This design comes from an exercise in tuning for small area, a short achievable clock period and few clock cycles per item on the open sky130 flow, not from production work. Function was checked by simulation only, so behaviour that the tests miss may differ from the original. Power and IR drop assume default switching activity. The clock port is modelled as an ideal driver; clocking choices that lean on that would not hold on a real chip.

==> inputs of job 3449 <==
Design map_update_ctrl, start of the top module:
module map_update_ctrl
(
    input  logic                    clk,
    input  logic                    rst,
    input  logic [9:0]              v_cnt,
    input  logic                    loc_req,
    input  logic [1:0]              loc_op,
    input  logic [7:0]              loc_pos,
    input  logic [map_ctrl_pkg::CARD_W-1:0]       loc_card,
    output logic                    loc_ack,
    input  logic                    rem_req,
    input  logic [1:0]              rem_op,
    input  logic [7:0]              rem_pos,
    input  logic [map_ctrl_pkg::CARD_W-1:0]       rem_card,
    output logic                    rem_ack,
    output logic                    err,
    output logic                    busy,
    output logic [map_ctrl_pkg::SLOTS*map_ctrl_pkg::CARD_W-1:0] map,
    output logic [map_ctrl_pkg::SLOTS-1:0] sel_card
);
==> module map_update_ctrl, before the edit <==
module map_update_ctrl
(
    input  logic                    clk,
    input  logic                    rst,
    input  logic [9:0]              v_cnt,
    input  logic                    loc_req,
    input  logic [1:0]              loc_op,
    input  logic [7:0]              loc_pos,
    input  logic [map_ctrl_pkg::CARD_W-1:0]       loc_card,
    output logic                    loc_ack,
    input  logic                    rem_req,
    input  logic [1:0]              rem_op,
    input  logic [7:0]              rem_pos,
    input  logic [map_ctrl_pkg::CARD_W-1:0]       rem_card,
    output logic                    rem_ack,
    output logic                    err,
    output logic                    busy,
    output logic [map_ctrl_pkg::SLOTS*map_ctrl_pkg::CARD_W-1:0] map,
    output logic [map_ctrl_pkg::SLOTS-1:0] sel_card
);
    localparam int unsigned SLOTS  = map_ctrl_pkg::SLOTS;
    localparam int unsigned CARD_W = map_ctrl_pkg::CARD_W;
    localparam int unsigned VB_START = map_ctrl_pkg::VB_START;
    localparam logic [1:0] OP_WRITE     = map_ctrl_pkg::OP_WRITE;
    localparam logic [1:0] OP_CLEAR     = map_ctrl_pkg::OP_CLEAR;
    localparam logic [1:0] OP_TOGGLE    = map_ctrl_pkg::OP_TOGGLE;
    localparam logic [1:0] OP_DESEL_ALL = map_ctrl_pkg::OP_DESEL_ALL;
    localparam logic GNT_LOC = map_ctrl_pkg::GNT_LOC;
    localparam logic GNT_REM = map_ctrl_pkg::GNT_REM;
    localparam int unsigned ROWS = (SLOTS + 15) / 16;    
    logic            last_grant;    
    logic            vb_q;
    logic            pub_q;         
    logic            rst_q;         
    logic [ROWS-1:0] row_card_q;    
    logic [ROWS-1:0] row_sel_q;     
    logic [15:0]     col_q;         
    logic [CARD_W-1:0] card_q;      
    logic            tog_q;         
    logic            desel_q;       
    logic [SLOTS*CARD_W-1:0] shadow_map;
    logic [SLOTS-1:0]        shadow_sel;
    logic [1:0] elig, grant;
    logic       vb, vb_rise;
    assign elig = {rem_req & ~rem_ack, loc_req & ~loc_ack};
    rr_arbiter2 u_arb (
        .req        (elig),
        .last_grant (last_grant),
        .grant      (grant)
    );
    logic [1:0][ROWS-1:0]   dec_row_card, dec_row_sel;
    logic [1:0][15:0]       dec_col;
    logic [1:0][CARD_W-1:0] dec_card;
    logic [1:0]             dec_tog, dec_desel, dec_err;
    for (genvar q = 0; q < 2; q++) begin : g_dec
        logic [1:0]        op;
        logic [7:0]        pos;
        logic [CARD_W-1:0] card;
        logic              in_range;
        assign op       = q ? rem_op   : loc_op;
        assign pos      = q ? rem_pos  : loc_pos;
        assign card     = q ? rem_card : loc_card;
        assign in_range = (pos < 8'(SLOTS));
        for (genvar r = 0; r < int'(ROWS); r++) begin : g_row
            assign dec_row_card[q][r] = in_range & (pos[7:4] == 4'(r)) &
                                        ((op == OP_WRITE) | (op == OP_CLEAR));
            assign dec_row_sel[q][r]  = in_range & (pos[7:4] == 4'(r)) &
                                        ((op == OP_TOGGLE) | (op == OP_CLEAR));
        end
        for (genvar c = 0; c < 16; c++) begin : g_col
            assign dec_col[q][c] = (pos[3:0] == 4'(c));
        end
        assign dec_card[q]  = (op == OP_WRITE) ? card : '0;
        assign dec_tog[q]   = (op == OP_TOGGLE);
        assign dec_desel[q] = (op == OP_DESEL_ALL);
        assign dec_err[q]   = ~in_range & (op != OP_DESEL_ALL);
    end
    assign vb      = (v_cnt >= 10'(VB_START));
    assign vb_rise = vb & ~vb_q;
    always_ff @(posedge clk or posedge rst) begin
        if (rst) begin
            loc_ack    <= 1'b0;
            rem_ack    <= 1'b0;
            busy       <= 1'b0;
            last_grant <= GNT_REM;
            vb_q       <= 1'b0;
            pub_q      <= 1'b1;
            rst_q      <= 1'b1;
        end else begin
            loc_ack <= grant[0];
            rem_ack <= grant[1];
            busy    <= loc_req | rem_req | vb_rise;
            if (|grant) last_grant <= grant[1];
            vb_q    <= vb;
            pub_q   <= vb_rise;
            rst_q   <= 1'b0;
        end
    end
    always_ff @(posedge clk) begin
        err        <= grant[1] ? dec_err[1] : dec_err[0];
        row_card_q <= ({ROWS{grant[0]}} & dec_row_card[0]) | ({ROWS{grant[1]}} & dec_row_card[1]);
        row_sel_q  <= ({ROWS{grant[0]}} & dec_row_sel[0])  | ({ROWS{grant[1]}} & dec_row_sel[1]);
        col_q      <= grant[1] ? dec_col[1]  : dec_col[0];
        card_q     <= grant[1] ? dec_card[1] : dec_card[0];
        tog_q      <= grant[1] ? dec_tog[1]  : dec_tog[0];
        desel_q    <= (grant[0] & dec_desel[0]) | (grant[1] & dec_desel[1]);
    end
    logic [ROWS-1:0]   row_card_w;
    logic [15:0]       col_w;
    logic [CARD_W-1:0] card_w;
    logic              sel_clr_all;
    assign row_card_w  = row_card_q | {ROWS{rst_q}};
    assign col_w       = col_q | {16{rst_q}};
    assign card_w      = card_q & {CARD_W{~rst_q}};
    assign sel_clr_all = rst_q | desel_q;
    for (genvar s = 0; s < int'(SLOTS); s++) begin : g_slot
        logic wr_card, hit_sel;
        assign wr_card = row_card_w[s / 16] & col_w[s % 16];
        assign hit_sel = row_sel_q[s / 16] & col_q[s % 16];
        always_ff @(posedge clk) begin
            if (wr_card) shadow_map[s*CARD_W +: CARD_W] <= card_w;
            if (sel_clr_all)  shadow_sel[s] <= 1'b0;
            else if (hit_sel) shadow_sel[s] <= tog_q & ~shadow_sel[s];
            if (pub_q) begin
                map[s*CARD_W +: CARD_W] <= shadow_map[s*CARD_W +: CARD_W];
                sel_card[s]             <= shadow_sel[s];
            end
        end
    end
endmodule
clock: 5.5 ns
lec_check: 0
cap_margin: 20
core_margin: 2
core_utilization: 65
place_density_lb_addon: 0.15
setup_slack_margin: 3.4
slew_margin: 20
standard.sh (not shown) runs the stock make flow with config.mk's settings and CLKGATE_MAP_FILE= SYNTH_SCRIPT=/design/flow/synth_recipe.tcl, a recipe that flattens the netlist after the stock synthesis.
==> flow/flow/run.sh <==
#!/bin/bash
# Standard layout with: buf_1 port buffers, no CTS dummy loads, larger CTS sink clusters,
# stronger timing-driven net weights in global placement, and each output port's buffer
# moved next to the register that drives it before detailed placement (flow/buf_to_ff.tcl).
export BUFFER_PORTS_ARGS="-buffer_cell sky130_fd_sc_hd__buf_1"
export CTS_ARGS="-sink_clustering_enable -repair_clock_nets -dont_use_dummy_load -sink_clustering_size 28 -sink_clustering_max_diameter 70"
export GLOBAL_PLACEMENT_ARGS="-timing_driven_net_weight_max 25 -timing_driven_nets_percentage 50"
export PRE_DETAIL_PLACE_TCL="$PWD/flow/buf_to_ff.tcl"
bash standard.sh > standard.log 2>&1
==> flow/flow/buf_to_ff.tcl <==
# Move each output port's buffer next to the register that drives it, so the register
# drives only a short wire and the (stronger) buffer drives the wire to the pin. Detailed
# placement legalises the moved buffers.
set block [ord::get_db_block]
set moved 0
foreach bterm [$block getBTerms] {
  if {[$bterm getIoType] ne "OUTPUT"} { continue }
  set net [$bterm getNet]
  if {$net eq "NULL" || $net eq ""} { continue }
  set buf ""
  foreach it [$net getITerms] { if {[$it isOutputSignal]} { set buf [$it getInst] } }
  if {$buf eq ""} { continue }
  set a [$buf findITerm A]
  if {$a eq "NULL" || $a eq ""} { continue }
  set ff ""
  foreach it [[$a getNet] getITerms] { if {[$it isOutputSignal]} { set ff [$it getInst] } }
  if {$ff eq "" || ![[$ff getMaster] isSequential]} { continue }
  set loc [$ff getLocation]
  set fw [[$ff getMaster] getWidth]
  # just right of the register's Q side, same row
  $buf setLocation [expr {[lindex $loc 0] + $fw}] [lindex $loc 1]
  $buf setPlacementStatus PLACED
  incr moved
}
puts "buf_to_ff: moved $moved output buffers next to their registers"
==> job 5623 (differences from job 3449) <==
--- a/flow/design.v
+++ b/flow/design.v
@@ -72,5 +72,9 @@
     logic [SLOTS-1:0]        shadow_sel;
     logic [1:0] elig, grant;
-    logic       vb, vb_rise;
+    logic       g_rem, g_any;
+    logic [1:0] op_s;
+    logic [7:0] pos_s;
+    logic [CARD_W-1:0] card_s;
+    logic       in_range, vb, vb_rise;
     assign elig = {rem_req & ~rem_ack, loc_req & ~loc_ack};
     rr_arbiter2 u_arb (
@@ -79,31 +83,10 @@
         .grant      (grant)
     );
-    logic [1:0][ROWS-1:0]   dec_row_card, dec_row_sel;
-    logic [1:0][15:0]       dec_col;
-    logic [1:0][CARD_W-1:0] dec_card;
-    logic [1:0]             dec_tog, dec_desel, dec_err;
-    for (genvar q = 0; q < 2; q++) begin : g_dec
-        logic [1:0]        op;
-        logic [7:0]        pos;
-        logic [CARD_W-1:0] card;
-        logic              in_range;
-        assign op       = q ? rem_op   : loc_op;
-        assign pos      = q ? rem_pos  : loc_pos;
-        assign card     = q ? rem_card : loc_card;
-        assign in_range = (pos < 8'(SLOTS));
-        for (genvar r = 0; r < int'(ROWS); r++) begin : g_row
-            assign dec_row_card[q][r] = in_range & (pos[7:4] == 4'(r)) &
-                                        ((op == OP_WRITE) | (op == OP_CLEAR));
-            assign dec_row_sel[q][r]  = in_range & (pos[7:4] == 4'(r)) &
-                                        ((op == OP_TOGGLE) | (op == OP_CLEAR));
-        end
-        for (genvar c = 0; c < 16; c++) begin : g_col
-            assign dec_col[q][c] = (pos[3:0] == 4'(c));
-        end
-        assign dec_card[q]  = (op == OP_WRITE) ? card : '0;
-        assign dec_tog[q]   = (op == OP_TOGGLE);
-        assign dec_desel[q] = (op == OP_DESEL_ALL);
-        assign dec_err[q]   = ~in_range & (op != OP_DESEL_ALL);
-    end
+    assign g_rem   = grant[1];
+    assign g_any   = |grant;
+    assign op_s    = g_rem ? rem_op   : loc_op;
+    assign pos_s   = g_rem ? rem_pos  : loc_pos;
+    assign card_s  = g_rem ? rem_card : loc_card;
+    assign in_range = (pos_s < 8'(SLOTS));
     assign vb      = (v_cnt >= 10'(VB_START));
     assign vb_rise = vb & ~vb_q;
@@ -121,5 +104,5 @@
             rem_ack <= grant[1];
             busy    <= loc_req | rem_req | vb_rise;
-            if (|grant) last_grant <= grant[1];
+            if (g_any) last_grant <= g_rem;
             vb_q    <= vb;
             pub_q   <= vb_rise;
@@ -128,11 +111,15 @@
     end
     always_ff @(posedge clk) begin
-        err        <= grant[1] ? dec_err[1] : dec_err[0];
-        row_card_q <= ({ROWS{grant[0]}} & dec_row_card[0]) | ({ROWS{grant[1]}} & dec_row_card[1]);
-        row_sel_q  <= ({ROWS{grant[0]}} & dec_row_sel[0])  | ({ROWS{grant[1]}} & dec_row_sel[1]);
-        col_q      <= grant[1] ? dec_col[1]  : dec_col[0];
-        card_q     <= grant[1] ? dec_card[1] : dec_card[0];
-        tog_q      <= grant[1] ? dec_tog[1]  : dec_tog[0];
-        desel_q    <= (grant[0] & dec_desel[0]) | (grant[1] & dec_desel[1]);
+        err     <= ~in_range & (op_s != OP_DESEL_ALL);
+        for (int r = 0; r < int'(ROWS); r++) begin
+            row_card_q[r] <= g_any & in_range & (pos_s[7:4] == 4'(r)) &
+                             ((op_s == OP_WRITE) | (op_s == OP_CLEAR));
+            row_sel_q[r]  <= g_any & in_range & (pos_s[7:4] == 4'(r)) &
+                             ((op_s == OP_TOGGLE) | (op_s == OP_CLEAR));
+        end
+        for (int c = 0; c < 16; c++) col_q[c] <= (pos_s[3:0] == 4'(c));
+        card_q  <= (op_s == OP_WRITE) ? card_s : '0;
+        tog_q   <= (op_s == OP_TOGGLE);
+        desel_q <= g_any & (op_s == OP_DESEL_ALL);
     end
     logic [ROWS-1:0]   row_card_w;
==> flow/run.sh (new file) <==
#!/bin/bash
# synth_recipe.tcl (not shown) runs the flow's synth.tcl, then flattens the netlist and writes it again
# the make line also repeats each setting of config.mk as NAME=value (left out here)
make -C /OpenROAD-flow-scripts/flow DESIGN_CONFIG=/design/flow/config.mk WORK_HOME=/design/flow/orfs CLKGATE_MAP_FILE= SYNTH_SCRIPT=/design/flow/synth_recipe.tcl finish
- CORE_UTILIZATION: 65 -> 40
- PLACE_DENSITY_LB_ADDON: 0.15 -> default
- SETUP_SLACK_MARGIN: 3.4 -> default
removed: flow/flow/run.sh
removed: flow/flow/buf_to_ff.tcl
removed: flow/standard.sh
==> job 3708 (differences from job 3449) <==
--- a/flow/flow/run.sh
+++ b/flow/flow/run.sh
@@ -4,5 +4,5 @@
 # moved next to the register that drives it before detailed placement (flow/buf_to_ff.tcl).
 export BUFFER_PORTS_ARGS="-buffer_cell sky130_fd_sc_hd__buf_1"
-export CTS_ARGS="-sink_clustering_enable -repair_clock_nets -dont_use_dummy_load -sink_clustering_size 28 -sink_clustering_max_diameter 70"
+export CTS_ARGS="-sink_clustering_enable -repair_clock_nets -dont_use_dummy_load -sink_clustering_size 30 -sink_clustering_max_diameter 80"
 export GLOBAL_PLACEMENT_ARGS="-timing_driven_net_weight_max 25 -timing_driven_nets_percentage 50"
 export PRE_DETAIL_PLACE_TCL="$PWD/flow/buf_to_ff.tcl"
- SETUP_SLACK_MARGIN: 3.4 -> 3.1
==> summary of the runs <==
- Clock skew: job 3708 > job 3449 > job 5623.
- The lowest clock power belongs to job 3708, the highest to job 5623.
- The highest count of clock-buffer cells in the layout belongs to job 5623, the lowest to job 3708.
- Against job 3708, the setup slack of job 3449 is lower by 32 ps.
Testbench counts of job 3449, summed over its fixed seeds: cycles 4,808, edits 4,800.
Testbench counts of job 5623, summed over its fixed seeds: cycles 4,808, edits 4,800.
Testbench counts of job 3708, summed over its fixed seeds: cycles 4,808, edits 4,800.

afterwards: timing with drivers on the ports:
Ports are ideal in the flow. The routed layouts listed here were re-timed in OpenROAD. Step 1: set_driving_cell puts a clkbuf_16 on clk and a buf_2 on each other input, an assumption about the parent block. Step 2 times the ports against the registers' clock, not the clock port: input delays grow and output delays shrink by t, the midpoint of the rising clock arrivals with the driver on. a / b / c = ideal / step 1 / step 2; a / b = the first two.
run	t (ns)	slack for setup (ns)	worst register clock-pin slew, ns	worst data-port slew with drivers (ns)	cell pins on the clock port's net
job 3449	0.754	3.070 / 2.995 / 2.875	0.11 / 0.11	0.05	1
job 5623	0.903	2.411 / 2.329 / 1.792	0.07 / 0.07	0.13	1
job 3708	0.742	3.102 / 3.030 / 2.642	0.11 / 0.11	0.09	1
After both steps every run listed still meets setup and hold. For job 5623, which loses most, drivers alone change the setup slack by -0.082 ns; drivers and shift together by -0.619 ns.
